From an optimization exercise on the open Yosys and OpenROAD flow, aimed at a short achievable clock period and few clock cycles per item; shortcuts taken in it are not production practice. In this exercise RTL edits were held to simulation tests only and were not proved equivalent to the original. No run shown here takes its clock network from TritonCTS; it comes from the design's own scripts or RTL. No driver is modelled on the clock port, so clock power and skew are understated where the tree is cut down; a real chip needs a root buffer or a tree. Power and IR drop assume default switching activity.

<file path="flow/standard.sh">
#!/bin/bash
# synth_recipe.tcl (not shown) runs the flow's synth.tcl, then flattens the netlist and writes it again
# the make line also repeats each setting of config.mk as NAME=value (left out here)
make -C /OpenROAD-flow-scripts/flow DESIGN_CONFIG=/design/flow/config.mk WORK_HOME=/design/flow/orfs CLKGATE_MAP_FILE= SYNTH_SCRIPT=/design/flow/synth_recipe.tcl "${@:-finish}"
</file>
<file path="flow/design.v">
package cset_pkg;
  localparam int TIME_WIDTH      = 32;
  localparam int ID_WIDTH        = 6;
  localparam int CNT_WIDTH       = 7;
  localparam int TDATA_WIDTH     = 40;
  localparam int DEF_MAX_FUNCS   = 64;
  localparam int DEF_STACK_DEPTH = 64;
  localparam logic [CNT_WIDTH-1:0] FCOUNT_RESET = 7'd64;
  localparam int QUEUE_DEPTH     = 16;
  localparam int QW              = $clog2(QUEUE_DEPTH);
  localparam int RESULT_WIDTH    = ID_WIDTH + TIME_WIDTH + 2;
  typedef enum logic [1:0] {
    STATUS_OK        = 2'd0,
    STATUS_OVERFLOW  = 2'd1,
    STATUS_UNDERFLOW = 2'd2,
    STATUS_RANGE     = 2'd3
  } status_e;
  typedef struct packed {
    logic [ID_WIDTH-1:0]   func;
    logic [TIME_WIDTH-1:0] total;
    status_e               status;
  } result_t;
endpackage
module cset_ctrl
(
  input  logic              clk_i,
  input  logic              rst_ni,
  input  logic              in_valid_i,
  output logic              in_ready_o,
  output logic              in_accept_o,
  input  logic              acc_i,         
  input  logic              drop_i,        
  input  logic              res_valid_i,
  input  cset_pkg::result_t res_i,
  output logic              out_valid_o,
  input  logic              out_ready_i,
  output cset_pkg::result_t out_o
);
  localparam int QD = cset_pkg::QUEUE_DEPTH;
  localparam int QW = cset_pkg::QW;
  localparam int OW = QW + 2;
  localparam int RW = cset_pkg::RESULT_WIDTH;
  logic                   ready_q;
  logic                   take_q;
  logic [OW-1:0]          occ_q, occ_d;
  logic [QW-1:0]          wp_q, rp_q, rp_next;
  logic [QW:0]            cnt_q, cnt_in;
  logic                   out_valid_q;
  logic [RW-1:0]          out_q;
  logic [QD-1:0][RW-1:0]  mem_q;
  logic [RW-1:0]          cand0, cand1;
  logic                   take;
  assign in_ready_o  = ready_q;
  assign in_accept_o = in_valid_i && ready_q;
  assign occ_d = occ_q + OW'(acc_i) - OW'(take_q) - OW'(drop_i);
  assign take    = out_valid_q && out_ready_i;
  assign cnt_in  = cnt_q + (QW+1)'(res_valid_i);
  assign rp_next = rp_q + QW'(1);
  assign cand0 = (cnt_q == '0)        ? res_i : mem_q[rp_q];
  assign cand1 = (cnt_q == (QW+1)'(1)) ? res_i : mem_q[rp_next];
  always_ff @(posedge clk_i or negedge rst_ni) begin
    if (!rst_ni) begin
      take_q      <= 1'b0;
      occ_q       <= '0;
      wp_q        <= '0;
      rp_q        <= '0;
      cnt_q       <= '0;
      out_valid_q <= 1'b0;
    end else begin
      take_q      <= take;
      occ_q       <= occ_d;
      if (res_valid_i) begin
        wp_q <= wp_q + QW'(1);
      end
      if (take) begin
        rp_q        <= rp_next;
        cnt_q       <= cnt_in - (QW+1)'(1);
        out_valid_q <= (cnt_in > (QW+1)'(1));
      end else begin
        cnt_q       <= cnt_in;
        out_valid_q <= (cnt_in != '0);
      end
    end
  end
  always_ff @(posedge clk_i) begin
    ready_q <= (occ_q <= OW'(QD - 3));
  end
  always_ff @(posedge clk_i) begin
    for (int i = 0; i < QD; i++) begin
      if (res_valid_i && (wp_q == QW'(i))) begin
        mem_q[i] <= res_i;
      end
    end
    out_q <= take ? cand1 : cand0;
  end
  assign out_valid_o = out_valid_q;
  assign out_o       = out_q;
endmodule
module cset_dpath
#(
  parameter int MAX_FUNCS   = cset_pkg::DEF_MAX_FUNCS,
  parameter int STACK_DEPTH = cset_pkg::DEF_STACK_DEPTH
) (
  input  logic                            clk_i,
  input  logic                            rst_ni,
  input  logic                            cfg_we_i,
  input  logic [cset_pkg::CNT_WIDTH-1:0]  cfg_wdata_i,
  input  logic                            in_accept_i,
  input  logic                            in_kind_i,
  input  logic [cset_pkg::ID_WIDTH-1:0]   in_func_i,
  input  logic [cset_pkg::TIME_WIDTH-1:0] in_time_i,
  output logic                            acc_o,       
  output logic                            drop_o,      
  output logic                            res_valid_o,
  output cset_pkg::result_t               res_o
);
  localparam int TW = cset_pkg::TIME_WIDTH;
  localparam int IW = cset_pkg::ID_WIDTH;
  localparam logic [TW-1:0] TMAX = '1;
  logic          p1_v;
  logic          p1_kind;
  logic [IW-1:0] p1_id;
  logic [TW-1:0] p1_ts;
  logic          p1_range;
  logic [cset_pkg::CNT_WIDTH-1:0] fcount_q;
  always_ff @(posedge clk_i or negedge rst_ni) begin
    if (!rst_ni) begin
      p1_v <= 1'b0;
    end else begin
      p1_v <= in_accept_i;
    end
  end
  always_ff @(posedge clk_i) begin
    p1_kind <= in_kind_i;
    p1_id   <= in_func_i;
    p1_ts   <= in_time_i;
    p1_range <= ({1'b0, in_func_i} >= fcount_q);
  end
  assign acc_o = p1_v;
  logic [STACK_DEPTH:0]           lvl_q;
  logic                           full_q, empty_q;
  logic                           s1_range, s1_push, s1_pop;
  cset_pkg::status_e              s1_status;
  assign full_q   = lvl_q[STACK_DEPTH];
  assign empty_q  = lvl_q[0];
  assign s1_range = p1_range;
  assign s1_push  = p1_v && !p1_kind && !s1_range && !full_q;
  assign s1_pop   = p1_v &&  p1_kind && !s1_range && !empty_q;
  always_comb begin
    if (s1_range) begin
      s1_status = cset_pkg::STATUS_RANGE;
    end else if (!p1_kind) begin
      s1_status = full_q ? cset_pkg::STATUS_OVERFLOW : cset_pkg::STATUS_OK;
    end else begin
      s1_status = empty_q ? cset_pkg::STATUS_UNDERFLOW : cset_pkg::STATUS_OK;
    end
  end
  logic              p2_v, p2_push, p2_pop, p2_res;
  cset_pkg::status_e p2_status;
  logic [IW-1:0]     p2_id;
  logic [TW-1:0]     p2_ts;
  logic [TW:0]       p2_ts1;
  logic [MAX_FUNCS-1:0] p2_fhot;
  always_ff @(posedge clk_i or negedge rst_ni) begin
    if (!rst_ni) begin
      fcount_q <= cset_pkg::FCOUNT_RESET;
      lvl_q    <= (STACK_DEPTH+1)'(1);
      p2_v     <= 1'b0;
      p2_push  <= 1'b0;
      p2_pop   <= 1'b0;
      p2_res   <= 1'b0;
    end else begin
      if (cfg_we_i) begin
        fcount_q <= cfg_wdata_i;
      end
      if (s1_push) begin
        lvl_q <= {lvl_q[STACK_DEPTH-1:0], 1'b0};
      end else if (s1_pop) begin
        lvl_q <= {1'b0, lvl_q[STACK_DEPTH:1]};
      end
      p2_v    <= p1_v;
      p2_push <= s1_push;
      p2_pop  <= s1_pop;
      p2_res  <= p1_v && !s1_push;
    end
  end
  always_ff @(posedge clk_i) begin
    p2_status <= s1_status;
    p2_id     <= p1_id;
    p2_ts     <= p1_ts;
    p2_ts1    <= {1'b0, p1_ts} + {{TW{1'b0}}, 1'b1};
    for (int k = 0; k < MAX_FUNCS; k++) begin
      p2_fhot[k] <= (p1_id == IW'(k));
    end
  end
  assign drop_o = p2_v && !p2_res;
  logic [STACK_DEPTH-1:0][TW-1:0] sstk;
  always_ff @(posedge clk_i) begin
    if (p2_push) begin
      sstk[0] <= p2_ts;
      for (int i = 1; i < STACK_DEPTH; i++) begin
        sstk[i] <= sstk[i-1];
      end
    end else if (p2_pop) begin
      for (int i = 0; i < STACK_DEPTH - 1; i++) begin
        sstk[i] <= sstk[i+1];
      end
    end
  end
  logic [TW+1:0] s2_diff;
  logic          s2_zero;
  logic [TW-1:0] s2_dur;
  assign s2_diff = {1'b0, p2_ts1} - {2'b00, sstk[0]};
  assign s2_zero = (p2_ts1 == {1'b0, sstk[0]});
  always_comb begin
    if (s2_diff[TW+1] || s2_zero) begin
      s2_dur = '0;
    end else if (s2_diff[TW]) begin
      s2_dur = TMAX;
    end else begin
      s2_dur = s2_diff[TW-1:0];
    end
  end
  logic                 p3_push, p3_pop, p3_res;
  cset_pkg::status_e    p3_status;
  logic [IW-1:0]        p3_id;
  logic [TW-1:0]        p3_dur;
  logic [TW-1:0]        p3_rd;
  logic                 p3_f1, p3_f2, p3_f3;
  logic [MAX_FUNCS-1:0][TW-1:0] tot_q;
  logic [MAX_FUNCS-1:0]         tval_q;
  logic [TW-1:0]                s2_tot_rd;
  always_comb begin
    s2_tot_rd = '0;
    for (int k = 0; k < MAX_FUNCS; k++) begin
      s2_tot_rd = s2_tot_rd | ({TW{p2_fhot[k] && tval_q[k]}} & tot_q[k]);
    end
  end
  logic                 p4_pop, p4_res;
  logic [IW-1:0]        p4_id;
  logic                 p5_pop, p5_res;
  logic [IW-1:0]        p5_id;
  logic [TW-1:0]        p5_sum;
  logic [TW-1:0]        p6_sum;
  always_ff @(posedge clk_i or negedge rst_ni) begin
    if (!rst_ni) begin
      p3_push <= 1'b0;
      p3_pop  <= 1'b0;
      p3_res  <= 1'b0;
    end else begin
      p3_push <= p2_push;
      p3_pop  <= p2_pop;
      p3_res  <= p2_res;
    end
  end
  always_ff @(posedge clk_i) begin
    p3_status <= p2_status;
    p3_id     <= p2_id;
    p3_dur    <= s2_dur;
    p3_rd     <= s2_tot_rd;
    p3_f1     <= p3_pop && (p3_id == p2_id);
    p3_f2     <= p4_pop && (p4_id == p2_id);
    p3_f3     <= p5_pop && (p5_id == p2_id);
  end
  logic [STACK_DEPTH-1:0][TW-1:0] cstk;
  logic [TW:0]                    s3_parent_sum;
  logic [TW:0]                    s3_excl_sub;
  logic [TW-1:0]                  s3_excl;
  assign s3_parent_sum = {1'b0, cstk[1]} + {1'b0, p3_dur};
  assign s3_excl_sub   = {1'b0, p3_dur} - {1'b0, cstk[0]};
  assign s3_excl       = s3_excl_sub[TW] ? '0 : s3_excl_sub[TW-1:0];
  always_ff @(posedge clk_i) begin
    if (p3_push) begin
      cstk[0] <= '0;
      for (int i = 1; i < STACK_DEPTH; i++) begin
        cstk[i] <= cstk[i-1];
      end
    end else if (p3_pop) begin
      cstk[0] <= s3_parent_sum[TW] ? TMAX : s3_parent_sum[TW-1:0];
      for (int i = 1; i < STACK_DEPTH - 1; i++) begin
        cstk[i] <= cstk[i+1];
      end
    end
  end
  logic [TW-1:0]                s3_tot;
  logic [TW-1:0]                s4_sum;
  cset_pkg::status_e    p4_status;
  logic [TW-1:0]        p4_excl;
  logic [TW-1:0]        p4_tot;
  cset_pkg::status_e    p5_status;
  logic [MAX_FUNCS-1:0] p5_we;
  always_comb begin
    if (p3_f1) begin
      s3_tot = s4_sum;
    end else if (p3_f2) begin
      s3_tot = p5_sum;
    end else if (p3_f3) begin
      s3_tot = p6_sum;
    end else begin
      s3_tot = p3_rd;
    end
  end
  always_ff @(posedge clk_i or negedge rst_ni) begin
    if (!rst_ni) begin
      p4_pop <= 1'b0;
      p4_res <= 1'b0;
    end else begin
      p4_pop <= p3_pop;
      p4_res <= p3_res;
    end
  end
  always_ff @(posedge clk_i) begin
    p4_status <= p3_status;
    p4_id     <= p3_id;
    p4_excl   <= s3_excl;
    p4_tot    <= s3_tot;
  end
  logic [TW:0] s4_add;
  assign s4_add = {1'b0, p4_tot} + {1'b0, p4_excl};
  assign s4_sum = s4_add[TW] ? TMAX : s4_add[TW-1:0];
  always_ff @(posedge clk_i or negedge rst_ni) begin
    if (!rst_ni) begin
      p5_pop <= 1'b0;
      p5_res <= 1'b0;
      p5_we  <= '0;
    end else begin
      p5_pop <= p4_pop;
      p5_res <= p4_res;
      for (int k = 0; k < MAX_FUNCS; k++) begin
        p5_we[k] <= p4_pop && (p4_id == IW'(k));
      end
    end
  end
  always_ff @(posedge clk_i) begin
    p5_status <= p4_status;
    p5_id     <= p4_id;
    p5_sum    <= s4_sum;
    p6_sum    <= p5_sum;
  end
  always_ff @(posedge clk_i or negedge rst_ni) begin
    if (!rst_ni) begin
      tval_q <= '0;
    end else begin
      for (int k = 0; k < MAX_FUNCS; k++) begin
        if (p5_we[k]) begin
          tval_q[k] <= 1'b1;
        end
      end
    end
  end
  always_ff @(posedge clk_i) begin
    for (int k = 0; k < MAX_FUNCS; k++) begin
      if (p5_we[k]) begin
        tot_q[k] <= p5_sum;
      end
    end
  end
  assign res_valid_o  = p5_res;
  assign res_o.func   = p5_id;
  assign res_o.total  = p5_pop ? p5_sum : '0;
  assign res_o.status = p5_status;
endmodule
module call_stack_exclusive_time
#(
  parameter int MAX_FUNCS   = cset_pkg::DEF_MAX_FUNCS,
  parameter int STACK_DEPTH = cset_pkg::DEF_STACK_DEPTH
) (
  input  logic                   clk_i,
  input  logic                   rst_ni,
  input  logic                   cfg_we_i,
  input  logic [cset_pkg::CNT_WIDTH-1:0]   cfg_wdata_i,     
  input  logic                   s_axis_tvalid,
  output logic                   s_axis_tready,
  input  logic [cset_pkg::TDATA_WIDTH-1:0] s_axis_tdata,    
  input  logic [0:0]             s_axis_tuser,    
  output logic                   m_axis_tvalid,
  input  logic                   m_axis_tready,
  output logic [cset_pkg::TDATA_WIDTH-1:0] m_axis_tdata,    
  output logic [1:0]             m_axis_tuser     
);
  logic                        accept;
  logic                        acc, drop, res_valid;
  cset_pkg::result_t           res, out;
  cset_ctrl u_ctrl (
    .clk_i       (clk_i),
    .rst_ni      (rst_ni),
    .in_valid_i  (s_axis_tvalid),
    .in_ready_o  (s_axis_tready),
    .in_accept_o (accept),
    .acc_i       (acc),
    .drop_i      (drop),
    .res_valid_i (res_valid),
    .res_i       (res),
    .out_valid_o (m_axis_tvalid),
    .out_ready_i (m_axis_tready),
    .out_o       (out)
  );
  cset_dpath #(
    .MAX_FUNCS   (MAX_FUNCS),
    .STACK_DEPTH (STACK_DEPTH)
  ) u_dpath (
    .clk_i       (clk_i),
    .rst_ni      (rst_ni),
    .cfg_we_i    (cfg_we_i),
    .cfg_wdata_i (cfg_wdata_i),
    .in_accept_i (accept),
    .in_kind_i   (s_axis_tuser[0]),
    .in_func_i   (s_axis_tdata[cset_pkg::ID_WIDTH-1:0]),
    .in_time_i   (s_axis_tdata[cset_pkg::ID_WIDTH+cset_pkg::TIME_WIDTH-1:cset_pkg::ID_WIDTH]),
    .acc_o       (acc),
    .drop_o      (drop),
    .res_valid_o (res_valid),
    .res_o       (res)
  );
  assign m_axis_tdata = {{(cset_pkg::TDATA_WIDTH - cset_pkg::ID_WIDTH - cset_pkg::TIME_WIDTH){1'b0}}, out.total, out.func};
  assign m_axis_tuser = out.status;
endmodule
</file>
<file path="flow/config.mk">
export PLATFORM = sky130hd
export DESIGN_NAME = call_stack_exclusive_time
export DESIGN_NICKNAME = call_stack_exclusive_time
export VERILOG_FILES = /design/flow/design.v
export SDC_FILE = /design/flow/constraint.sdc
export NUM_CORES = 4
export LEC_CHECK = 0
export CAP_MARGIN = 20
export CORE_MARGIN = 2
export CORE_UTILIZATION = 65
export PLACE_DENSITY = 0.75
export SLEW_MARGIN = 20
</file>
<file path="flow/flow/mytree.tcl">
# Clock tree built by recursive bisection of the registers' positions.
# The clock port drives a few root buffers; every level below splits its registers into two
# halves of equal count along the longer side of their bounding box, and buffers sit at the
# centre of the registers they serve. Every register gets the same number of buffers
# between it and the port.
#   CT_LEVELS: bisection depths at which buffers sit, e.g. {2 5 9}: 4 roots at depth 2,
#   a buffer per depth-5 group, a leaf buffer per depth-9 group.
set ::ct_buf   [expr {[info exists ::env(CT_BUF)] ? $::env(CT_BUF) : "sky130_fd_sc_hd__clkbuf_16"}]
set ::ct_levels [expr {[info exists ::env(CT_LEVELS)] ? $::env(CT_LEVELS) : {2 5 9}}]

set ::ct_db     [ord::get_db]
set ::ct_block  [ord::get_db_block]
set ::ct_master [$::ct_db findMaster $::ct_buf]
set ::ct_clk    [$::ct_block findNet clk_i]
set ::ct_count  0

# sinks: {x y iterm}
set ::ct_sinks {}
foreach it [$::ct_clk getITerms] {
  set inst [$it getInst]
  set bb [$inst getBBox]
  set x [expr {([$bb xMin] + [$bb xMax]) / 2}]
  set y [expr {([$bb yMin] + [$bb yMax]) / 2}]
  lappend ::ct_sinks [list $x $y $it]
}
puts "mytree: [llength $::ct_sinks] clock sinks"

proc ct_split {items} {
  set xs [lmap i $items {lindex $i 0}]
  set ys [lmap i $items {lindex $i 1}]
  set dx [expr {[tcl::mathfunc::max {*}$xs] - [tcl::mathfunc::min {*}$xs]}]
  set dy [expr {[tcl::mathfunc::max {*}$ys] - [tcl::mathfunc::min {*}$ys]}]
  set k [expr {$dx >= $dy ? 0 : 1}]
  set sorted [lsort -integer -index $k $items]
  set h [expr {[llength $sorted] / 2}]
  return [list [lrange $sorted 0 [expr {$h - 1}]] [lrange $sorted $h end]]
}

# build the subtree for items at bisection depth d; returns {x y iterm} of its input pin,
# or the items themselves (a list of such triples) when no buffer sits at this depth
proc ct_build {items d} {
  set last [lindex $::ct_levels end]
  if {$d == $last || [llength $items] <= 1} {
    set kids $items
  } else {
    lassign [ct_split $items] a b
    set kids [concat [ct_build $a [expr {$d + 1}]] [ct_build $b [expr {$d + 1}]]]
  }
  if {[lsearch -exact $::ct_levels $d] >= 0} {
    return [list [ct_buffer $kids]]
  }
  return $kids
}

proc ct_buffer {kids} {
  set sx 0; set sy 0
  foreach k $kids { set sx [expr {$sx + [lindex $k 0]}]; set sy [expr {$sy + [lindex $k 1]}] }
  set n [llength $kids]
  set x [expr {$sx / $n}]
  set y [expr {$sy / $n}]
  set name "ctbuf_$::ct_count"
  set net [odb::dbNet_create $::ct_block "ctnet_$::ct_count"]
  $net setSigType CLOCK
  incr ::ct_count
  set inst [odb::dbInst_create $::ct_block $::ct_master $name]
  set w [[$inst getMaster] getWidth]
  set h [[$inst getMaster] getHeight]
  $inst setLocation [expr {$x - $w / 2}] [expr {$y - $h / 2}]
  $inst setPlacementStatus PLACED
  foreach k $kids {
    set it [lindex $k 2]
    $it disconnect
    $it connect $net
  }
  $inst setSourceType TIMING
  [$inst findITerm X] connect $net
  return [list $x $y [$inst findITerm A]]
}

set ::ct_top [ct_build $::ct_sinks 0]
foreach k $::ct_top {
  set it [lindex $k 2]
  $it connect $::ct_clk
}
puts "mytree: $::ct_count buffers, [llength $::ct_top] driven by the clock port"
</file>
<file path="flow/flow/pre_cts.tcl">
# Runs before ORFS's CTS step: builds the clock tree (mytree.tcl) and turns the step's own
# clock_tree_synthesis call into marking the clock as propagated, which is what that call
# leaves behind. The rest of the CTS step (legalization, timing repair) runs as usual.
source [file join [file dirname [info script]] mytree.tcl]
rename clock_tree_synthesis orfs_clock_tree_synthesis
proc clock_tree_synthesis {args} {
  puts "clock tree built by mytree.tcl; not running clock_tree_synthesis $args"
  set_propagated_clock [all_clocks]
}
</file>
<file path="flow/constraint.sdc">
create_clock -name core_clock -period 10.0 [get_ports {clk_i}]
set_input_delay 2.0000 -clock core_clock [delete_from_list [all_inputs] [get_ports {clk_i}]]
set_output_delay 2.0000 -clock core_clock [all_outputs]
set_load 0.01 [all_outputs]
</file>
<file path="flow/flow/run.sh">
#!/bin/bash
# The standard layout with two changes:
# - the clock tree is built by flow/mytree.tcl (a balanced tree from a recursive bisection
#   of the registers' positions, three buffer levels) instead of TritonCTS;
# - the timing repair steps aim for more setup slack than the 10 ns clock needs, so that
#   they size and buffer the design towards a shorter period.
# The constraints (constraint.sdc) are the design's, unchanged.
set -euo pipefail
W=$(pwd)
export CT_LEVELS="2 5 9"
bash standard.sh SETUP_SLACK_MARGIN=6.6 PRE_CTS_TCL="$W/flow/pre_cts.tcl" finish > standard_flow.log 2>&1
</file>
==> run notes, run 1 <==
* Run status: timing/DRC/antenna clean
* Min Tclk post-route at 3.49 ns
* Layout Nets at 16412
* DR iter-0 viols at 22586
* Dominant synthesized flop cell: edfxtp_1
* IO Count at 97
* Total track usage at 27.4%
* CP max-delay cell: dfrtp_4
* PD cells at 202 nW/um^2
* Register area share after synthesis at 72.7%
* Worst slew pin tran at 1.38 ns
* Worst Path Arrival at 4.01 ns
* Hold Crit Class: reg -> reg
* Total Die Area at 466000 sq um
* Leak at 84.9 nW
* Post-Synthesis Cells at 16140
* Commonest non-fill, non-tap cell in the layout: edfxtp_1
* Hold_sp: u_dpath.p3_status[1]
* Most frequent cells in the layout: 6752 x edfxtp_1, 4006 x mux2_2, 555 x clkbuf_16, 515 x a221oi_1, 512 x a22o_1
* CP Capture Type: flop
* First-pass GRT wire length at 953000 um
* Latest clock arrival within the worst-skew pair at 0.79 ns
* Fmax at 287 MHz
* Setup violators final at 0
* Fin Clk Skew at 0.0417 ns
* Syn-to-layout area delta at 7.67%
* Max rail drop VDD at 245 uV
* Cell mode on critical path: buf_16
* Placer congestion estimate at 0.850
* GRT Residual Overflow at 0
* RSZ-0062 raised after global routing: yes
* Post-DP HPWL at 344000 um
* Port bufs at 92
* Largest net degree at the start of global routing at 237
* Fin. max-slew vios at 0
* Chip Height at 683 um
* Critical R2R Launch: u_dpath.p2_push
* Vias in the first global route at 146233
* Syn avg cell area at 18.6 sq um
* Max Cap Viol at 0
* Slew HR at 8.22%
* Post-synth ARST share at 3.13%
* Worst path cell trace: buf_16, buf_16, bufbuf_16, mux2_2
* Vias at 151409
* Number of synthesized flops with an enable pin at 6752
* Hold buffers post-CTS at 0
* Worst path max stage delay at 0.80 ns
* Fillers at 28613
* Initial Utilization at 65.2%
* Routed WL per cell at 29.4 um
* Critical setup path kind: reg -> reg
* Initial antenna violation count at 21
* CP startpoint kind: flop
* Mapped cell area at 300000 sq um
* CP max FO at 142
* Cell variety after synth at 88
* Clock-pin slew on the worst setup and hold paths at 0.07 ns
* Vias per Instance at 6.77
* Period Utilization, post-route at 34.9%
* Post-DRT Antenna Nets at 0
* Share of cells above drive strength 1 at 34.6%
* Setup TNS at 0 ns
* Final Power at 0.0652 W
* Placeable Area at 460000 sq um
* FP Rows at 249
* Final Hold Viols at 0
* Final wirelength at 658000 um
* Post-route DRC at 0
* Die Wd at 683 um
* Seq cells post-synth at 7454
* Setup crit start: u_dpath.p2_push
* Crit path required time at 10.52 ns
* DRT Pass-1 Iters at 6
* Yosys warns at 2
## kinds of logic after synthesis
family / Yosys count / synth area share [%]
flip-flops: 7454 / 72.7
multiplexers: 4503 / 18.4
AO/OA/AOI/OAI: 1671 / 4.45
AND/OR/NAND/NOR: 1152 / 1.91
buffers and inverters: 1032 / 1.33
XOR/XNOR: 168 / 0.494
adder cells (fa/ha/maj): 159 / 0.679
other: 1 / 0.00125
## power by group
| group | switching, W | internal [W] |
|---|---|---|
| clock | 0.00954 | 0.00954 |
| sequential | 0.000858 | 0.0359 |
| combinational | 0.00545 | 0.00391 |
| total | 0.0158 | 0.0493 |
## layout make-up, clock buffers not listed
class                   instances  area [sq um]  area share, %
multi-input cells            7657         78000           24.2
well taps                    6149          7690           2.38
inverters                     123           465          0.144
diodes                         33          82.6         0.0256
repair buffers                416          4430           1.37
flip-flops and latches       7454        218000           67.6
## timing repair
item / in CTS / in global routing
buffers inserted: 9 / 9
resized for setup: 253 / 56
setup endpoints to repair: 3321 / 3007
gates cloned: 9 / 8
pin swaps: 2 / 8
## registers in the layout (all words and copies together), names as in the netlist, 40 cells and up
name             flops
u_dpath.p5_we       64
u_dpath.p2_fhot     64
u_dpath.cstk      2048
u_dpath.tval_q      64
u_dpath.sstk      2048
u_dpath.lvl_q       65
u_ctrl.mem_q       640
u_dpath.tot_q     2048
u_ctrl.out_q        40
## worst max-delay path, delay by kind of cell, from the launching register on
family / cells / cell delay, ns
buffers and inverters: 3 / 1.58
flip-flops: 1 / 0.80
multiplexers: 1 / 0.39
## through the flow
step / util, % / worst slack (ns) / hold slack, ns / std cells / cell area (sq um)
2_1_floorplan: - / -6.43 / 0.310 / 16141 / 300000
3_3_place_gp: 66.9 / 5.57 / 0.312 / 21763 / 308000
3_5_place_dp: 66.9 / 5.59 / 0.312 / 21763 / 308000
4_1_cts: 70.1 / 6.36 / 0.328 / 22329 / 322000
5_1_grt: 70.2 / 6.44 / 0.334 / 22363 / 323000
6_report: 70.2 / 6.51 / 0.327 / 22380 / 323000
## path summary, 6_finish.rpt
kind / endpoint / slack, ns / depth (start not counted)
min in group asynchronous: u_ctrl.rp_q[3] / 1.25 / 1
worst max-delay path: u_dpath.sstk[1552] / 6.51 / 4
max in group asynchronous: u_dpath.p3_push / 7.20 / 2
worst max register to register: u_dpath.sstk[1552] / 6.51 / 4
worst min-delay path: u_dpath.p4_status[1] / 0.33 / 0
worst min register to register: u_dpath.p4_status[1] / 0.33 / 0
## Yosys cell counts, types with 56 or more instances
library cell,count,area (sq um)
inv_1,121,454
a21o_1,77,578
dfrtp_1,231,5780
xor2_1,75,657
mux2_2,4006,45100
or2_2,71,444
and2_1,104,651
nand3_1,56,280
dfxtp_1,469,9390
nor2_1,370,1390
nand4_1,149,932
a22o_1,512,4480
clkbuf_1,817,3070
mux4_2,400,9010
nand2_1,217,815
xnor2_1,92,806
ha_1,153,1910
o21ai_0,143,716
mux2i_1,97,971
edfxtp_1,6752,203000
a221oi_1,515,4510
a21oi_1,146,731
## routing by layer
layer  track usage (%)  vias up  wire [um]  share of wire (%)
li1                  -    64340          -                  -
met1              38.3    75990     248000                 38
met2              41.0     8823     290000                 44
met3              7.30     2236      82700                 13
met4              12.0       20      37400                5.7
met5             0.381        -        358              0.054
Testbench counts, summed over its fixed seeds: cycles 19,362, items 19,314.
==> run 2: changes to the inputs <==
==> flow/flow/run.sh (replaced) <==
#!/bin/bash
# The standard layout with two changes:
# - the clock tree is built by flow/mytree.tcl (a balanced tree from a recursive bisection
#   of the registers' positions, three buffer levels) instead of TritonCTS;
# - the resizer may swap cells of different footprints (MATCH_CELL_FOOTPRINT=0);
# - the timing repair steps aim for more setup slack than the 10 ns clock needs, so that
#   they size and buffer the design towards a shorter period.
# The constraints (constraint.sdc) are the design's, unchanged.
set -euo pipefail
W=$(pwd)
export CT_LEVELS="2 5 9"
bash standard.sh SETUP_SLACK_MARGIN=6.7 MATCH_CELL_FOOTPRINT=0 PRE_CTS_TCL="$W/flow/pre_cts.tcl" finish > standard_flow.log 2>&1
--- a/flow/config.mk
+++ b/flow/config.mk
@@ -10,3 +10,3 @@
 export CORE_UTILIZATION = 65
 export PLACE_DENSITY = 0.75
-export SLEW_MARGIN = 20
+export SLEW_MARGIN = 60
==> run 2 against run 1 <==
  * Hold slack lost 0.00070 ns
  * Cell area grew 1.8%
  * Via count grew 1.4%
  * Die area is the same
  * Critical path depth shrank 3
  * Combinational power grew about 10%
  * Synthesized cell count is the same
  * Routed wire length grew 2.7%
  * Clock power is essentially flat
  * Sequential share of layout area shrank 1.2 points
==> run notes, run 2 <==
* WHS Endpoint: u_dpath.p5_status[1]
* DRT Pass-1 Iters at 6 (unchanged)
* Most frequent cells in the layout: 6752 x edfxtp_1, 4006 x mux2_2, 580 x clkbuf_16, 515 x a221oi_1, 512 x a22o_1
* GRT Residual Overflow at 0 (unchanged)
* Slew HR at 52.5% (+44 points)
* Layout Nets at 16626 (+1.3%)
* Synth top area cells: edfxtp_1 68%, mux2_2 15%, dfxtp_1 3.1%
* Hold_sp: u_dpath.p4_status[1]
* Share of cells above drive strength 1 at 35.8% (+1.2 points)
* Share of the synthesized area in the top cell type at 67.7% (unchanged)
* Family with the most delay on the worst path: flip-flops
* Cell variety after synth at 88 (unchanged)
* RSZ-0062 raised after global routing: yes
* Period Utilization, post-route at 33.8% (-1.1 points)
* Fin Clk Skew at 0.0412 ns (-0.000493 ns)
* PD cells at 201 nW/um^2 (-0.64%)
* Register area share after synthesis at 72.7% (unchanged)
* Combinational power share at 15.6% (+1.2 points)
* CP max-delay cell: dfrtp_2
* Syn-to-layout area delta at 9.63%
* Initial antenna violation count at 23 (+9.5%)
* Post-DRT Antenna Nets at 0 (unchanged)
* Most frequent cell after synthesis: edfxtp_1
* Reg2reg setup slack at 6.76 ns (+0.25 ns)
* Latest clock arrival within the worst-skew pair at 0.80 ns (about the same)
* Worst Path Arrival at 1.38 ns (-2.63 ns)
* Initial Utilization at 65.2% (unchanged)
* Vias in the first global route at 150161 (+2.7%)
* Clock-pin slew on the worst setup and hold paths at 0.07 ns (about the same)
* Post-synth ARST share at 3.13% (unchanged)
* Reg2reg end: u_dpath.p4_tot[26]
* Syn avg cell area at 18.6 sq um (unchanged)
* Switching portion of total power at 24.4% (+0.10 points)
* Worst slew pin tran at 0.712 ns (-0.665 ns)
* Net Sw Power at 0.0161 W (+1.6%)
* Placeable Area at 460000 sq um (unchanged)
* Post-Synthesis Cells at 16140 (unchanged)
* IO Count at 97 (unchanged)
* Routed WL per cell at 29.9 um (+1.7%)
* Crit path required time at 8.00 ns (-2.52 ns)
* Critical setup path kind: reg -> out
* FP Rows at 249 (unchanged)
* Die Wd at 683 um (unchanged)
* CP startpoint kind: flop
* Sequential share of power at 55.3% (-1.0 points)
* Most common library cells after synthesis: 6752 x edfxtp_1, 4006 x mux2_2, 817 x clkbuf_1, 515 x a221oi_1, 512 x a22o_1
* Top Registers: u_dpath.cstk (2048), u_dpath.sstk (2048), u_dpath.tot_q (2048)
* Worst path max stage delay at 0.45 ns (-0.35 ns)
* Setup violators final at 0 (unchanged)
* Vias per Instance at 6.79 (+0.41%)
* Hold WS at 0.327 ns (-0.000701 ns)
* Min Tclk post-route at 3.38 ns (-0.109 ns)
* Synth area leader: edfxtp_1
* Chip Height at 683 um (unchanged)
* Hold Crit Class: reg -> reg
* Port bufs at 92 (unchanged)
* Mapped cell area at 300000 sq um (unchanged)
* Fin. max-slew vios at 0 (unchanged)
* Yosys warns at 2 (unchanged)
* First-pass GRT wire length at 977000 um (+2.6%)
* CP max FO at 2 (-99%)
* Critical R2R Launch: u_dpath.p4_excl[0]
* Post-DP HPWL at 371000 um (+7.9%)
* Worst path cell trace: buf_6
* CP Capture Type: output pin
* Seq cells post-synth at 7454 (unchanged)
* Post-route DRC at 0 (unchanged)
* Setup TNS at 0 ns (unchanged)
* Final wirelength at 676000 um (+2.7%)
* Placer congestion estimate at 0.848 (-0.31%)
* Fillers at 27547 (-3.7%)
* Commonest non-fill, non-tap cell in the layout: edfxtp_1
* Total track usage at 28.1% (+0.72 points)
* Max Cap Viol at 0 (unchanged)
* Vias at 153483 (+1.4%)
* Largest net degree at the start of global routing at 130 (-45%)
* Hold path depth at 0 (unchanged)
* Buffers & Inverters on Critical Path at 1 (-2)
* Max rail drop VDD at 190 uV (-22%)
* Int Pwr at 0.0498 W (+1.0%)
* Run status: timing/DRC/antenna clean
* Final Hold Viols at 0 (unchanged)
* DR iter-0 viols at 22540 (-0.20%)
* Number of synthesized flops with an enable pin at 6752 (unchanged)
* Worst reg-to-reg path cell count at 12 (+8)
* Clock Power Share at 29.0% (-0.3 points)
* Dominant synthesized flop cell: edfxtp_1
* Fmax at 296 MHz (+3.2%)
* Total Die Area at 466000 sq um (unchanged)
* Leak at 87.2 nW (+2.8%)
## run 2: cell types whose count changed in the layout (fill, tap and decap cells not counted), moves of 57 or more
cell      change
buf_12       +79
buf_6        +71
clkbuf_8     +63
buf_8        +57
buf_4       -146
buf_16       +93
## run 2: routing by layer
metal	up-vias	GRT usage, %	part of all wire [%]
met1	76998	38.5	37
met5	-	0	0.012
met3	2474	7.48	12
met4	8	14.2	6.4
met2	9197	42.1	44
li1	64806	-	-
## run 2: worst max-delay path by stage
stage | from | slack, ns | endpoint | cells after the start
3_3_place_gp | m_axis_tready | 5.56 | u_ctrl.out_q[6] | 8
3_5_place_dp | u_dpath.p2_push | 5.69 | u_dpath.sstk[1784] | 9
2_1_floorplan | u_dpath.p2_push | -6.33 | u_dpath.sstk[0] | 5
6_report | u_ctrl.out_valid_q | 6.62 | m_axis_tvalid | 1
4_1_cts | u_ctrl.out_valid_q | 6.61 | m_axis_tvalid | 1
5_1_grt | u_ctrl.out_valid_q | 6.59 | m_axis_tvalid | 1
## run 2: metrics by stage
step | worst slack [ns] | area, sq um | std cells | util [%] | total power, W
after floorplan | -6.33 | 300000 | 16141 | - | 0.0450
after global placement | 5.56 | 308000 | 21773 | 67.0 | 0.0462
after detailed placement | 5.69 | 312000 | 21919 | 68.0 | 0.0469
after CTS | 6.61 | 327000 | 22499 | 71.1 | 0.0659
after global routing | 6.59 | 328000 | 22571 | 71.5 | 0.0679
final | 6.62 | 328000 | 22593 | 71.5 | 0.0659
## run 2: what timing repair did
action | in CTS | in global routing
cloned | 21 | 15
pin swaps | 4 | 11
setup endpoints to repair | 1214 | 712
endpoints found under the hold margin | 0 | 0
hold buffers | 0 | 0
buffers inserted | 11 | 9
resized for setup | 208 | 33
## run 2: final cells by class, clock buffers not listed
type / count / area (sq um) / share of cell area (%)
multi-input cells: 7655 / 78100 / 23.8
well taps: 6149 / 7690 / 2.34
repair buffers: 632 / 10300 / 3.12
flip-flops and latches: 7454 / 218000 / 66.4
diodes: 32 / 80.1 / 0.0244
inverters: 123 / 465 / 0.142
## run 2: power by group through the flow
stage / logic (W) / registers, W / clock network [W]
after floorplan: 0.00647 / 0.0385 / 0
after global routing: 0.0110 / 0.0365 / 0.0204
final: 0.0103 / 0.0365 / 0.0191
after CTS: 0.0100 / 0.0365 / 0.0194
after global placement: 0.00892 / 0.0373 / 0
after detailed placement: 0.00973 / 0.0371 / 0
## run 2: worst reg2reg max path, cell delays in order (launching register included)
cell and delay, ns:
dfxtp_1 0.39, ha_1 0.28, inv_1 0.09, fa_1 0.40
nand2b_1 0.19, a21o_1 0.20, a211oi_2 0.28, o211ai_1 0.20
and3_1 0.22, o21ai_0 0.30, a31oi_1 0.16, xor2_1 0.25
a31oi_1 0.12
## run 2: kinds of logic (layout without fill, tap and decap cells)
kind of cell	after synthesis	after routing	synth area share (%)
adder cells (fa/ha/maj)	159	159	0.679
multiplexers	4503	4503	18.4
buffers and inverters	1032	1303	1.33
XOR/XNOR	168	168	0.494
other	1	34	0.00125
AND/OR/NAND/NOR	1152	1152	1.91
flip-flops	7454	7454	72.7
AO/OA/AOI/OAI	1671	1671	4.45
==> run 3: changes to the inputs <==
--- a/flow/design.v
+++ b/flow/design.v
@@ -138,10 +138,10 @@
   end
   assign acc_o = p1_v;
-  logic [STACK_DEPTH:0]           lvl_q;
+  logic [STACK_DEPTH:0]           th_q;
   logic                           full_q, empty_q;
   logic                           s1_range, s1_push, s1_pop;
   cset_pkg::status_e              s1_status;
-  assign full_q   = lvl_q[STACK_DEPTH];
-  assign empty_q  = lvl_q[0];
+  assign full_q   = th_q[STACK_DEPTH];
+  assign empty_q  = !th_q[1];
   assign s1_range = p1_range;
   assign s1_push  = p1_v && !p1_kind && !s1_range && !full_q;
@@ -157,4 +157,6 @@
   end
   logic              p2_v, p2_push, p2_pop, p2_res;
+  logic [STACK_DEPTH-1:1] p2_spush;
+  logic [STACK_DEPTH-2:0] p2_spop;
   cset_pkg::status_e p2_status;
   logic [IW-1:0]     p2_id;
@@ -165,5 +167,5 @@
     if (!rst_ni) begin
       fcount_q <= cset_pkg::FCOUNT_RESET;
-      lvl_q    <= (STACK_DEPTH+1)'(1);
+      th_q     <= (STACK_DEPTH+1)'(1);
       p2_v     <= 1'b0;
       p2_push  <= 1'b0;
@@ -175,7 +177,7 @@
       end
       if (s1_push) begin
-        lvl_q <= {lvl_q[STACK_DEPTH-1:0], 1'b0};
+        th_q <= {th_q[STACK_DEPTH-1:0], 1'b1};
       end else if (s1_pop) begin
-        lvl_q <= {1'b0, lvl_q[STACK_DEPTH:1]};
+        th_q <= {1'b0, th_q[STACK_DEPTH:1]};
       end
       p2_v    <= p1_v;
@@ -190,4 +192,10 @@
     p2_ts     <= p1_ts;
     p2_ts1    <= {1'b0, p1_ts} + {{TW{1'b0}}, 1'b1};
+    for (int i = 1; i < STACK_DEPTH; i++) begin
+      p2_spush[i] <= s1_push && th_q[i];
+    end
+    for (int i = 0; i < STACK_DEPTH - 1; i++) begin
+      p2_spop[i] <= s1_pop && th_q[i+2];
+    end
     for (int k = 0; k < MAX_FUNCS; k++) begin
       p2_fhot[k] <= (p1_id == IW'(k));
@@ -199,12 +207,17 @@
     if (p2_push) begin
       sstk[0] <= p2_ts;
-      for (int i = 1; i < STACK_DEPTH; i++) begin
+    end else if (p2_spop[0]) begin
+      sstk[0] <= sstk[1];
+    end
+    for (int i = 1; i < STACK_DEPTH - 1; i++) begin
+      if (p2_spush[i]) begin
         sstk[i] <= sstk[i-1];
-      end
-    end else if (p2_pop) begin
-      for (int i = 0; i < STACK_DEPTH - 1; i++) begin
+      end else if (p2_spop[i]) begin
         sstk[i] <= sstk[i+1];
       end
     end
+    if (p2_spush[STACK_DEPTH-1]) begin
+      sstk[STACK_DEPTH-1] <= sstk[STACK_DEPTH-2];
+    end
   end
   logic [TW+1:0] s2_diff;
@@ -223,4 +236,6 @@
   end
   logic                 p3_push, p3_pop, p3_res;
+  logic [STACK_DEPTH-1:1] p3_cpush;
+  logic [STACK_DEPTH-2:1] p3_cpop;
   cset_pkg::status_e    p3_status;
   logic [IW-1:0]        p3_id;
@@ -258,4 +273,11 @@
     p3_id     <= p2_id;
     p3_dur    <= s2_dur;
+    p3_cpush[1] <= p2_push;
+    for (int j = 2; j < STACK_DEPTH; j++) begin
+      p3_cpush[j] <= p2_spush[j-1];
+    end
+    for (int j = 1; j < STACK_DEPTH - 1; j++) begin
+      p3_cpop[j] <= p2_spop[j];
+    end
     p3_rd     <= s2_tot_rd;
     p3_f1     <= p3_pop && (p3_id == p2_id);
@@ -273,13 +295,17 @@
     if (p3_push) begin
       cstk[0] <= '0;
-      for (int i = 1; i < STACK_DEPTH; i++) begin
-        cstk[i] <= cstk[i-1];
-      end
     end else if (p3_pop) begin
       cstk[0] <= s3_parent_sum[TW] ? TMAX : s3_parent_sum[TW-1:0];
-      for (int i = 1; i < STACK_DEPTH - 1; i++) begin
-        cstk[i] <= cstk[i+1];
+    end
+    for (int j = 1; j < STACK_DEPTH - 1; j++) begin
+      if (p3_cpush[j]) begin
+        cstk[j] <= cstk[j-1];
+      end else if (p3_cpop[j]) begin
+        cstk[j] <= cstk[j+1];
       end
     end
+    if (p3_cpush[STACK_DEPTH-1]) begin
+      cstk[STACK_DEPTH-1] <= cstk[STACK_DEPTH-2];
+    end
   end
   logic [TW-1:0]                s3_tot;
==> flow/flow/run.sh (replaced) <==
#!/bin/bash
# The standard layout with two changes:
# - the clock tree is built by flow/mytree.tcl (a balanced tree from a recursive bisection
#   of the registers' positions, three buffer levels) instead of TritonCTS;
# - the timing repair steps aim for more setup slack than the 10 ns clock needs, so that
#   they size and buffer the design towards a shorter period.
# The constraints (constraint.sdc) are the design's, unchanged.
set -euo pipefail
W=$(pwd)
export CT_LEVELS="2 5 9"
bash standard.sh SETUP_SLACK_MARGIN=6.7 PRE_CTS_TCL="$W/flow/pre_cts.tcl" finish > standard_flow.log 2>&1
--- a/flow/config.mk
+++ b/flow/config.mk
@@ -10,3 +10,3 @@
 export CORE_UTILIZATION = 65
 export PLACE_DENSITY = 0.75
-export SLEW_MARGIN = 60
+export SLEW_MARGIN = 20
==> run 3 against run 2 <==
  * Via count grew 3.6%
  * Die area rose by 2.2%
  * Routed wire length grew 12%
  * First-iteration DRC count increased by 2.5%
  * Maximum frequency decreased by 0.62%
  * Total power is 4.4% lower
  * Cell area increased by 0.26%
  * Hold slack better by 0.0031 ns
  * Sequential cell count rose by 251
  * Critical path depth increased by 10
  * Clock power rose by 2%
==> run notes, run 3 <==
* Critical setup path kind: reg -> reg
* CP max FO at 4 (+2)
* Syn avg cell area at 18.2 sq um (-2.0%)
* Hold path depth at 0 (unchanged)
* Register area share after synthesis at 72.8% (about the same)
* Worst reg-to-reg path cell count at 11 (-1)
* Vias per Instance at 6.88 (+1.3%)
* Total Die Area at 477000 sq um (+2.2%)
* Min Tclk post-route at 3.40 ns (+0.0209 ns)
* Slew HR at 10.9% (-42 points)
* Fin. max-slew vios at 0 (unchanged)
* Run status: timing/DRC/antenna clean
* Final instance area at 329000 sq um (+0.26%)
* Net Sw Power at 0.0146 W (-9.5%)
* Fin Clk Skew at 0.0776 ns (+0.0365 ns)
* First-pass GRT wire length at 1090000 um (+11%)
* Int Pwr at 0.0485 W (-2.7%)
* Hold buffers post-CTS at 0 (unchanged)
* Max Cap Viol at 0 (unchanged)
* DR iter-0 viols at 23109 (+2.5%)
* Mapped cell area at 306000 sq um (+2.2%)
* Setup violators final at 0 (unchanged)
* Final Hold Viols at 0 (unchanged)
* Synth area leader: edfxtp_1
* Post-DRT Antenna Nets at 0 (unchanged)
* Dominant synthesized flop cell: edfxtp_1
* Cell variety after synth at 80 (-9.1%)
* Vias at 158965 (+3.6%)
* Initial Utilization at 65.2% (about the same)
* Worst Path Arrival at 4.10 ns (+2.72 ns)
* Placed Area at 314000 sq um (+0.61%)
* GRT Residual Overflow at 0 (unchanged)
* IO Count at 97 (unchanged)
* Clock Power Share at 30.9% (+1.9 points)
* Syn-to-layout area delta at 7.53%
* Setup TNS at 0 ns (unchanged)
* Die Wd at 690 um (+1.1%)
* Hold Crit Class: reg -> reg
* Most frequent cell after synthesis: edfxtp_1
* Chip Height at 690 um (+1.1%)
* Crit path required time at 10.70 ns (+2.70 ns)
* Clock-pin slew on the worst setup and hold paths at 0.08 ns (about the same)
* Share of cells above drive strength 1 at 34.9% (-0.89 points)
* RSZ-0062 raised after global routing: yes
* Latest clock arrival within the worst-skew pair at 0.81 ns (about the same)
* Largest net degree at the start of global routing at 142 (+9.2%)
* PD cells at 191 nW/um^2 (-4.6%)
* Post-Synthesis Cells at 16827 (+4.3%)
* Post-DP HPWL at 431000 um (+16%)
* Most frequent cells in the layout: 6752 x edfxtp_1, 4004 x mux2_2, 639 x dfxtp_1, 550 x clkbuf_16
* Post-Place Worst Slack at 4.92 ns (-0.764 ns)
* Initial antenna violation count at 35 (+52%)
* Synth top area cells: edfxtp_1 66%, mux2_2 15%, dfxtp_1 4.7%
* Commonest non-fill, non-tap cell in the layout: edfxtp_1
* Post-route DRC at 0 (unchanged)
* Top Registers: u_dpath.cstk (2048), u_dpath.sstk (2048), u_dpath.tot_q (2048)
* Share of the synthesized area in the top cell type at 66.2% (-1.5 points)
* Worst slew pin tran at 1.34 ns (+0.624 ns)
* Max rail drop VDD at 243 uV (+28%)
* CP startpoint kind: flop
* Final worst slack at 6.60 ns (-0.0209 ns)
* Seq cells post-synth at 7705 (+3.4%)
* CP Capture Type: flop
* FP Rows at 252 (+1.2%)
* Final wirelength at 755000 um (+12%)
* Fillers at 29220 (+6.1%)
* Fmax at 294 MHz (-0.62%)
* Routed WL per cell at 32.6 um (+9.1%)
* Period Utilization, post-route at 34.0% (+0.21 points)
* Vias in the first global route at 162972 (+8.5%)
* Most common library cells after synthesis: 6752 x edfxtp_1, 4004 x mux2_2, 909 x clkbuf_1, 720 x dfxtp_1, 513 x a221oi_1
* Layout Nets at 17085 (+2.8%)
* Sequential share of power at 57.8% (+2.5 points)
* Placer congestion estimate at 0.871 (+2.7%)
* Port bufs at 92 (unchanged)
* Switching portion of total power at 23.1% (-1.3 points)
* Leak at 86.5 nW (-0.81%)
* Number of synthesized flops with an enable pin at 6752 (unchanged)
* Placeable Area at 470000 sq um (+2.3%)
* Yosys warns at 2 (unchanged)
* Total track usage at 30.8% (+2.6 points)
* Hold WS at 0.330 ns (+0.00308 ns)
* DRT Pass-1 Iters at 8 (+2)
* Combinational power share at 11.3% (-4.3 points)
* Post-synth ARST share at 3.02% (-0.10 points)
run 3: changes by cell type after synthesis, sizes merged, moves of 63 or more:
| cell | change |
|---|---|
| dfxtp | +251 |
| clkbuf | +92 |
| or2 | +135 |
| mux2i | -63 |
| nor2 | +98 |
| a21oi | +73 |
| and2 | +137 |
run 3: layout make-up, clock buffers not listed:
| class | instances | area (sq um) | share of cell area (%) |
|---|---|---|---|
| antenna | 17 | 42.5 | 0.0129 |
| inverter | 128 | 495 | 0.150 |
| multi-input combinational | 8015 | 79900 | 24.2 |
| sequential | 7705 | 223000 | 67.8 |
| tap | 6223 | 7790 | 2.36 |
| timing repair buffer | 475 | 4180 | 1.27 |
run 3: critical path, cell delays in order, from the launching register on:
cell,delay (ns)
dfxtp_4,0.37
inv_4,0.04
ha_4,0.24
a2111o_1,0.38
a2bb2oi_2,0.18
a22o_4,0.28
a2111oi_4,0.47
nor4_4,0.10
or3_4,0.40
a2111oi_4,0.35
xor2_2,0.35
nor2_2,0.09
run 3: logic make-up after synthesis:
group / share of synthesized area, %
other: 0.00122
multiplexers: 17.7
XOR/XNOR: 0.489
AND/OR/NAND/NOR: 2.46
adder cells (fa/ha/maj): 0.664
AO/OA/AOI/OAI: 4.49
buffers and inverters: 1.37
flip-flops: 72.8
run 3: worst paths after layout:
check / start / to / slack [ns]
min reg2reg: u_dpath.p4_status[1] / u_dpath.p5_status[1] / 0.33
min in group asynchronous: rst_ni / u_ctrl.out_valid_q / 1.07
min: u_dpath.p4_status[1] / u_dpath.p5_status[1] / 0.33
max reg2reg: u_dpath.cstk[6] / u_dpath.p4_excl[29] / 6.60
max: u_dpath.cstk[6] / u_dpath.p4_excl[29] / 6.60
max in group asynchronous: rst_ni / u_dpath.p3_pop / 7.54
run 3: routing by layer:
layer | vias to the layer above | part of all wire, % | track usage [%]
met5 | - | 0.022 | 0
met4 | 22 | 6.4 | 15.0
met3 | 2609 | 11 | 7.08
met2 | 9540 | 46 | 48.6
met1 | 80530 | 36 | 40.8
li1 | 66264 | - | -
run 3: through the flow:
step	instances	utilization [%]	total power [W]
after global placement	22490	66.8	0.0435
after global routing	23094	70.0	0.0647
final	23111	70.1	0.0630
after CTS	23073	69.9	0.0629
after detailed placement	22490	66.8	0.0435
after floorplan	16828	-	0.0415
run 3: what timing repair did:
action                     in CTS  in global routing
buffers inserted               29                 13
resized for setup             339                 49
cloned                          6                  5
setup endpoints to repair     234                189
pin swaps                      25                 26
run 3: power groups by stage:
stage          sequential, W  combinational, W  clock, W
6_report              0.0365           0.00711    0.0195
3_3_place_gp          0.0371           0.00631         0
4_1_cts               0.0364           0.00688    0.0196
3_5_place_dp          0.0372           0.00636         0
2_1_floorplan         0.0372           0.00434         0
5_1_grt               0.0365           0.00757    0.0207
Testbench counts of run 3, summed over its fixed seeds: cycles 19,362, items 19,314.
==> run 4: changes to the inputs <==
--- a/flow/design.v
+++ b/flow/design.v
@@ -223,14 +223,42 @@
   logic [TW+1:0] s2_diff;
   logic          s2_zero;
-  logic [TW-1:0] s2_dur;
   assign s2_diff = {1'b0, p2_ts1} - {2'b00, sstk[0]};
   assign s2_zero = (p2_ts1 == {1'b0, sstk[0]});
+  logic                   p2b_push, p2b_pop, p2b_res;
+  logic [STACK_DEPTH-1:1] p2b_spush;
+  logic [STACK_DEPTH-2:0] p2b_spop;
+  cset_pkg::status_e      p2b_status;
+  logic [IW-1:0]          p2b_id;
+  logic [MAX_FUNCS-1:0]   p2b_fhot;
+  logic [TW+1:0]          p2b_diff;
+  logic                   p2b_zero;
+  always_ff @(posedge clk_i or negedge rst_ni) begin
+    if (!rst_ni) begin
+      p2b_push <= 1'b0;
+      p2b_pop  <= 1'b0;
+      p2b_res  <= 1'b0;
+    end else begin
+      p2b_push <= p2_push;
+      p2b_pop  <= p2_pop;
+      p2b_res  <= p2_res;
+    end
+  end
+  always_ff @(posedge clk_i) begin
+    p2b_spush  <= p2_spush;
+    p2b_spop   <= p2_spop;
+    p2b_status <= p2_status;
+    p2b_id     <= p2_id;
+    p2b_fhot   <= p2_fhot;
+    p2b_diff   <= s2_diff;
+    p2b_zero   <= s2_zero;
+  end
+  logic [TW-1:0] s2_dur;
   always_comb begin
-    if (s2_diff[TW+1] || s2_zero) begin
+    if (p2b_diff[TW+1] || p2b_zero) begin
       s2_dur = '0;
-    end else if (s2_diff[TW]) begin
+    end else if (p2b_diff[TW]) begin
       s2_dur = TMAX;
     end else begin
-      s2_dur = s2_diff[TW-1:0];
+      s2_dur = p2b_diff[TW-1:0];
     end
   end
@@ -249,5 +277,5 @@
     s2_tot_rd = '0;
     for (int k = 0; k < MAX_FUNCS; k++) begin
-      s2_tot_rd = s2_tot_rd | ({TW{p2_fhot[k] && tval_q[k]}} & tot_q[k]);
+      s2_tot_rd = s2_tot_rd | ({TW{p2b_fhot[k] && tval_q[k]}} & tot_q[k]);
     end
   end
@@ -264,32 +292,30 @@
       p3_res  <= 1'b0;
     end else begin
-      p3_push <= p2_push;
-      p3_pop  <= p2_pop;
-      p3_res  <= p2_res;
+      p3_push <= p2b_push;
+      p3_pop  <= p2b_pop;
+      p3_res  <= p2b_res;
     end
   end
   always_ff @(posedge clk_i) begin
-    p3_status <= p2_status;
-    p3_id     <= p2_id;
+    p3_status <= p2b_status;
+    p3_id     <= p2b_id;
     p3_dur    <= s2_dur;
-    p3_cpush[1] <= p2_push;
+    p3_cpush[1] <= p2b_push;
     for (int j = 2; j < STACK_DEPTH; j++) begin
-      p3_cpush[j] <= p2_spush[j-1];
+      p3_cpush[j] <= p2b_spush[j-1];
     end
     for (int j = 1; j < STACK_DEPTH - 1; j++) begin
-      p3_cpop[j] <= p2_spop[j];
+      p3_cpop[j] <= p2b_spop[j];
     end
     p3_rd     <= s2_tot_rd;
-    p3_f1     <= p3_pop && (p3_id == p2_id);
-    p3_f2     <= p4_pop && (p4_id == p2_id);
-    p3_f3     <= p5_pop && (p5_id == p2_id);
+    p3_f1     <= p3_pop && (p3_id == p2b_id);
+    p3_f2     <= p4_pop && (p4_id == p2b_id);
+    p3_f3     <= p5_pop && (p5_id == p2b_id);
   end
   logic [STACK_DEPTH-1:0][TW-1:0] cstk;
   logic [TW:0]                    s3_parent_sum;
   logic [TW:0]                    s3_excl_sub;
-  logic [TW-1:0]                  s3_excl;
   assign s3_parent_sum = {1'b0, cstk[1]} + {1'b0, p3_dur};
   assign s3_excl_sub   = {1'b0, p3_dur} - {1'b0, cstk[0]};
-  assign s3_excl       = s3_excl_sub[TW] ? '0 : s3_excl_sub[TW-1:0];
   always_ff @(posedge clk_i) begin
     if (p3_push) begin
@@ -312,5 +338,5 @@
   logic [TW-1:0]                s4_sum;
   cset_pkg::status_e    p4_status;
-  logic [TW-1:0]        p4_excl;
+  logic [TW:0]          p4_excl_sub;
   logic [TW-1:0]        p4_tot;
   cset_pkg::status_e    p5_status;
@@ -339,9 +365,11 @@
     p4_status <= p3_status;
     p4_id     <= p3_id;
-    p4_excl   <= s3_excl;
+    p4_excl_sub <= s3_excl_sub;
     p4_tot    <= s3_tot;
   end
-  logic [TW:0] s4_add;
-  assign s4_add = {1'b0, p4_tot} + {1'b0, p4_excl};
+  logic [TW-1:0] s4_excl;
+  logic [TW:0]   s4_add;
+  assign s4_excl = p4_excl_sub[TW] ? '0 : p4_excl_sub[TW-1:0];
+  assign s4_add  = {1'b0, p4_tot} + {1'b0, s4_excl};
   assign s4_sum = s4_add[TW] ? TMAX : s4_add[TW-1:0];
   always_ff @(posedge clk_i or negedge rst_ni) begin
==> flow/flow/run.sh (replaced) <==
#!/bin/bash
# The standard layout with two changes:
# - the clock tree is built by flow/mytree.tcl (a balanced tree from a recursive bisection
#   of the registers' positions, three buffer levels) instead of TritonCTS;
# - the resizer may swap cells of different footprints (MATCH_CELL_FOOTPRINT=0);
# - the timing repair steps aim for more setup slack than the 10 ns clock needs, so that
#   they size and buffer the design towards a shorter period.
# The constraints (constraint.sdc) are the design's, unchanged.
set -euo pipefail
W=$(pwd)
export CT_LEVELS="2 5 9"
bash standard.sh SETUP_SLACK_MARGIN=6.8 MATCH_CELL_FOOTPRINT=0 PRE_CTS_TCL="$W/flow/pre_cts.tcl" finish > standard_flow.log 2>&1
--- a/flow/config.mk
+++ b/flow/config.mk
@@ -10,3 +10,3 @@
 export CORE_UTILIZATION = 65
 export PLACE_DENSITY = 0.75
-export SLEW_MARGIN = 20
+export SLEW_MARGIN = 60
==> run 4 against run 3 <==
  * Still clean on timing, DRC and antenna
  * Worst setup slack improved by 0.065 ns
  * Cell count grew 1.5%
  * Synthesized cell count grew 0.11%
  * Via count grew 0.52%
  * First-iteration DRC count shrank 1.6%
  * Register-to-register slack better by 0.14 ns
  * Hold slack worse by 0.059 ns
  * Global-route usage barely moved
==> run notes, run 4 <==
* Routed WL per cell at 32.5 um (-0.40%)
* Worst reg-to-reg path cell count at 13 (+2)
* Initial Utilization at 65.3% (+0.17 points)
* Hold WS at 0.271 ns (-0.0589 ns)
* Post-Synthesis Cells at 16845 (+0.11%)
* Critical setup path kind: reg -> out
* Clock-pin slew on the worst setup and hold paths at 0.07 ns (about the same)
* Dominant synthesized flop cell: edfxtp_1
* Min Tclk post-route at 3.34 ns (-0.0651 ns)
* IO Count at 97 (unchanged)
* Syn avg cell area at 18.4 sq um (+1.2%)
* DR iter-0 viols at 22740 (-1.6%)
* Chip Height at 695 um (+0.66%)
* Family with the most delay on the worst path: flip-flops
* Crit path required time at 8.00 ns (-2.70 ns)
* CP startpoint kind: flop
* Post-Place Worst Slack at 5.62 ns (+0.694 ns)
* CP Depth at 1 (-10)
* Latest clock arrival within the worst-skew pair at 0.82 ns (about the same)
* Buffers & Inverters on Critical Path at 1 (unchanged)
* Most common library cells after synthesis: 6752 x edfxtp_1, 4009 x mux2_2, 952 x dfxtp_1, 878 x clkbuf_1, 516 x a221oi_1
* Synth area leader: edfxtp_1
* Setup violators final at 0 (unchanged)
* Most frequent cell after synthesis: edfxtp_1
* Placeable Area at 475000 sq um (+1.1%)
* Placer congestion estimate at 0.858 (-1.4%)
* Layout Nets at 17263 (+1.0%)
* Final worst slack at 6.66 ns (+0.0651 ns)
* Final wirelength at 762000 um (+1.1%)
* Worst Path Arrival at 1.34 ns (-2.76 ns)
* Initial antenna violation count at 31 (-11%)
* FP Rows at 253 (+0.40%)
* RSZ-0062 raised after global routing: yes
* Register area share after synthesis at 73.4% (+0.56 points)
* Worst path max stage delay at 0.42 ns (-0.05 ns)
* DRT Pass-1 Iters at 10 (+2)
* Worst slew pin tran at 0.784 ns (-0.552 ns)
* GRT Residual Overflow at 0 (unchanged)
* Hold path depth at 0 (unchanged)
* Final Hold Viols at 0 (unchanged)
* Post-DP HPWL at 457000 um (+6.1%)
* Synth top area cells: edfxtp_1 65%, mux2_2 15%, dfxtp_1 6.1%
* Largest net degree at the start of global routing at 99 (-30%)
* Hold buffers post-CTS at 0 (unchanged)
* Port bufs at 92 (unchanged)
* Period Utilization, post-route at 33.4% (-0.65 points)
* Mapped cell area at 310000 sq um (+1.3%)
* Max Cap Viol at 0 (unchanged)
* Top Registers: u_dpath.cstk (2048), u_dpath.sstk (2048), u_dpath.tot_q (2048)
* Vias per Instance at 6.82 (-0.92%)
* CP max-delay cell: dfxtp_4
* Total Die Area at 483000 sq um (+1.3%)
* Setup TNS at 0 ns (unchanged)
* Max rail drop VDD at 255 uV (+4.9%)
* Run status: timing/DRC/antenna clean
* Hold Crit Class: reg -> reg
* PD cells at 191 nW/um^2 (about the same)
* Most frequent cells in the layout: 6752 x edfxtp_1, 4006 x mux2_2, 857 x dfxtp_1, 554 x clkbuf_16, 515 x a221oi_1
* Share of cells above drive strength 1 at 35.9% (+1.0 points)
* Fin Clk Skew at 0.0856 ns (+0.00797 ns)
* Syn-to-layout area delta at 9.08%
* Post-synth ARST share at 2.97% (-0.052 points)
* Total track usage at 30.8% (about the same)
* First-pass GRT wire length at 1090000 um (+0.61%)
* Yosys warns at 2 (unchanged)
* Vias at 159798 (+0.52%)
* Post-route DRC at 0 (unchanged)
* CP Capture Type: output pin
* Number of synthesized flops with an enable pin at 6752 (unchanged)
* Commonest non-fill, non-tap cell in the layout: edfxtp_1
* Placed instance count at 22771 (+1.2%)
* Seq cells post-synth at 7940 (+3.0%)
* Fin. max-slew vios at 0 (unchanged)
* Post-DRT Antenna Nets at 0 (unchanged)
* Post-route insts no fill at 23447 (+1.5%)
* Fmax at 300 MHz (+2.0%)
* Share of the synthesized area in the top cell type at 65.3% (-0.87 points)
* Leak at 87.8 nW (+1.5%)
* Vias in the first global route at 163754 (+0.48%)
* Cell variety after synth at 78 (-2.5%)
* Die Wd at 695 um (+0.66%)
* Worst path cell trace: buf_6
* Slew HR at 47.8% (+37 points)
* CP max FO at 1 (-3)
-- run 4: cell count changes in the layout (fill, tap and decap cells not counted), sizes merged, moves of 60 or more --
cell,before,now
a21oi,253,193
buf,422,493
clkbuf,550,610
dfxtp,720,952
nand2,171,111
nor2,468,351
-- run 4: what timing repair did --
item                       CTS  global route
hold endpoints to repair     0             0
setup endpoints to repair  168           160
cloned                      12             2
pin swaps                   24            44
buffers inserted            24            13
resized for setup          260           115
-- run 4: routing by layer --
layer | routed length [um] | GRT usage, %
met5 | 294 | 0.300
met4 | 47500 | 15.4
met3 | 86200 | 7.67
met1 | 279000 | 40.8
met2 | 349000 | 48.0
-- run 4: cells by family (layout without fill, tap and decap cells) --
family	Yosys count	count (layout)	share of synthesized area (%)
buf+inv	1088	1283	1.32
other cells	1	25	0.00121
xor+xnor	162	162	0.457
mux	4447	4447	17.6
compound gates	1707	1713	4.30
fa+ha+maj	159	159	0.655
simple gates	1341	1343	2.33
flops	7940	7940	73.4
-- run 4: where the power goes --
group | internal [W] | switching (W) | total, W
clock network | 0.00956 | 0.0101 | 0.0197
registers | 0.0373 | 0.000508 | 0.0378
logic | 0.00319 | 0.00413 | 0.00732
total | 0.0501 | 0.0148 | 0.0648
-- run 4: final timing paths --
path | slack [ns] | start | to
min in group asynchronous | 0.98 | rst_ni | u_ctrl.rp_q[3]
max | 6.66 | u_ctrl.out_q[37] | m_axis_tdata[3]
max in group asynchronous | 7.69 | rst_ni | u_dpath.p3_pop
min reg2reg | 0.27 | u_dpath.p4_status[1] | u_dpath.p5_status[1]
max reg2reg | 6.74 | u_dpath.p4_excl_sub[32] | u_dpath.p4_tot[29]
min | 0.27 | u_dpath.p4_status[1] | u_dpath.p5_status[1]
-- run 4: through the flow --
step	util [%]	power (W)	cell area, sq um
6_report	71.3	0.0648	339000
3_3_place_gp	67.0	0.0448	319000
3_5_place_dp	67.8	0.0451	322000
4_1_cts	70.8	0.0646	336000
2_1_floorplan	-	0.0428	310000
5_1_grt	71.2	0.0666	339000
-- run 4: layout make-up, clock buffers not listed --
type                            count  area, sq um
Antenna cell                       23         57.6
Fill cell                       28594       137000
Inverter                          131          495
Multi-Input combinational cell   7826        80100
Sequential cell                  7940       228000
Tap cell                         6375         7980
Timing Repair Buffer              604         8190
Testbench counts of run 4, summed over its fixed seeds: cycles 19,370, items 19,314.

[separate check: timing with driven ports]
No port has a modelled driver above. Below, the same layouts with a new extraction and two added sets of constraints.
Step 1, drivers: a clkbuf_16 drives clk_i and a buf_2 each remaining input, both assumed.
Step 2 adds t to the input delays and takes it off the output delays; t is the mean of the earliest and latest rising clock arrival at the registers after step 1. Input paths then give back, and output paths get back, about the clock's delay inside the block.
Slacks: ideal ports / drivers / drivers and shift; pairs: ideal ports / drivers.
run	shift t [ns]	setup slack, ns	worst data-port slew with drivers (ns)
run 1	1.054	6.511 / 6.337 / 5.869	0.07
run 2	1.040	6.620 / 6.354 / 5.855	0.10
run 3	1.032	6.599 / 6.410 / 6.050	0.10
run 4	1.050	6.664 / 6.398 / 6.059	0.16
After both steps every run listed still meets setup and hold. The setup slack of run 2, which loses most, moves by -0.266 ns with the drivers and by -0.765 ns with both steps.
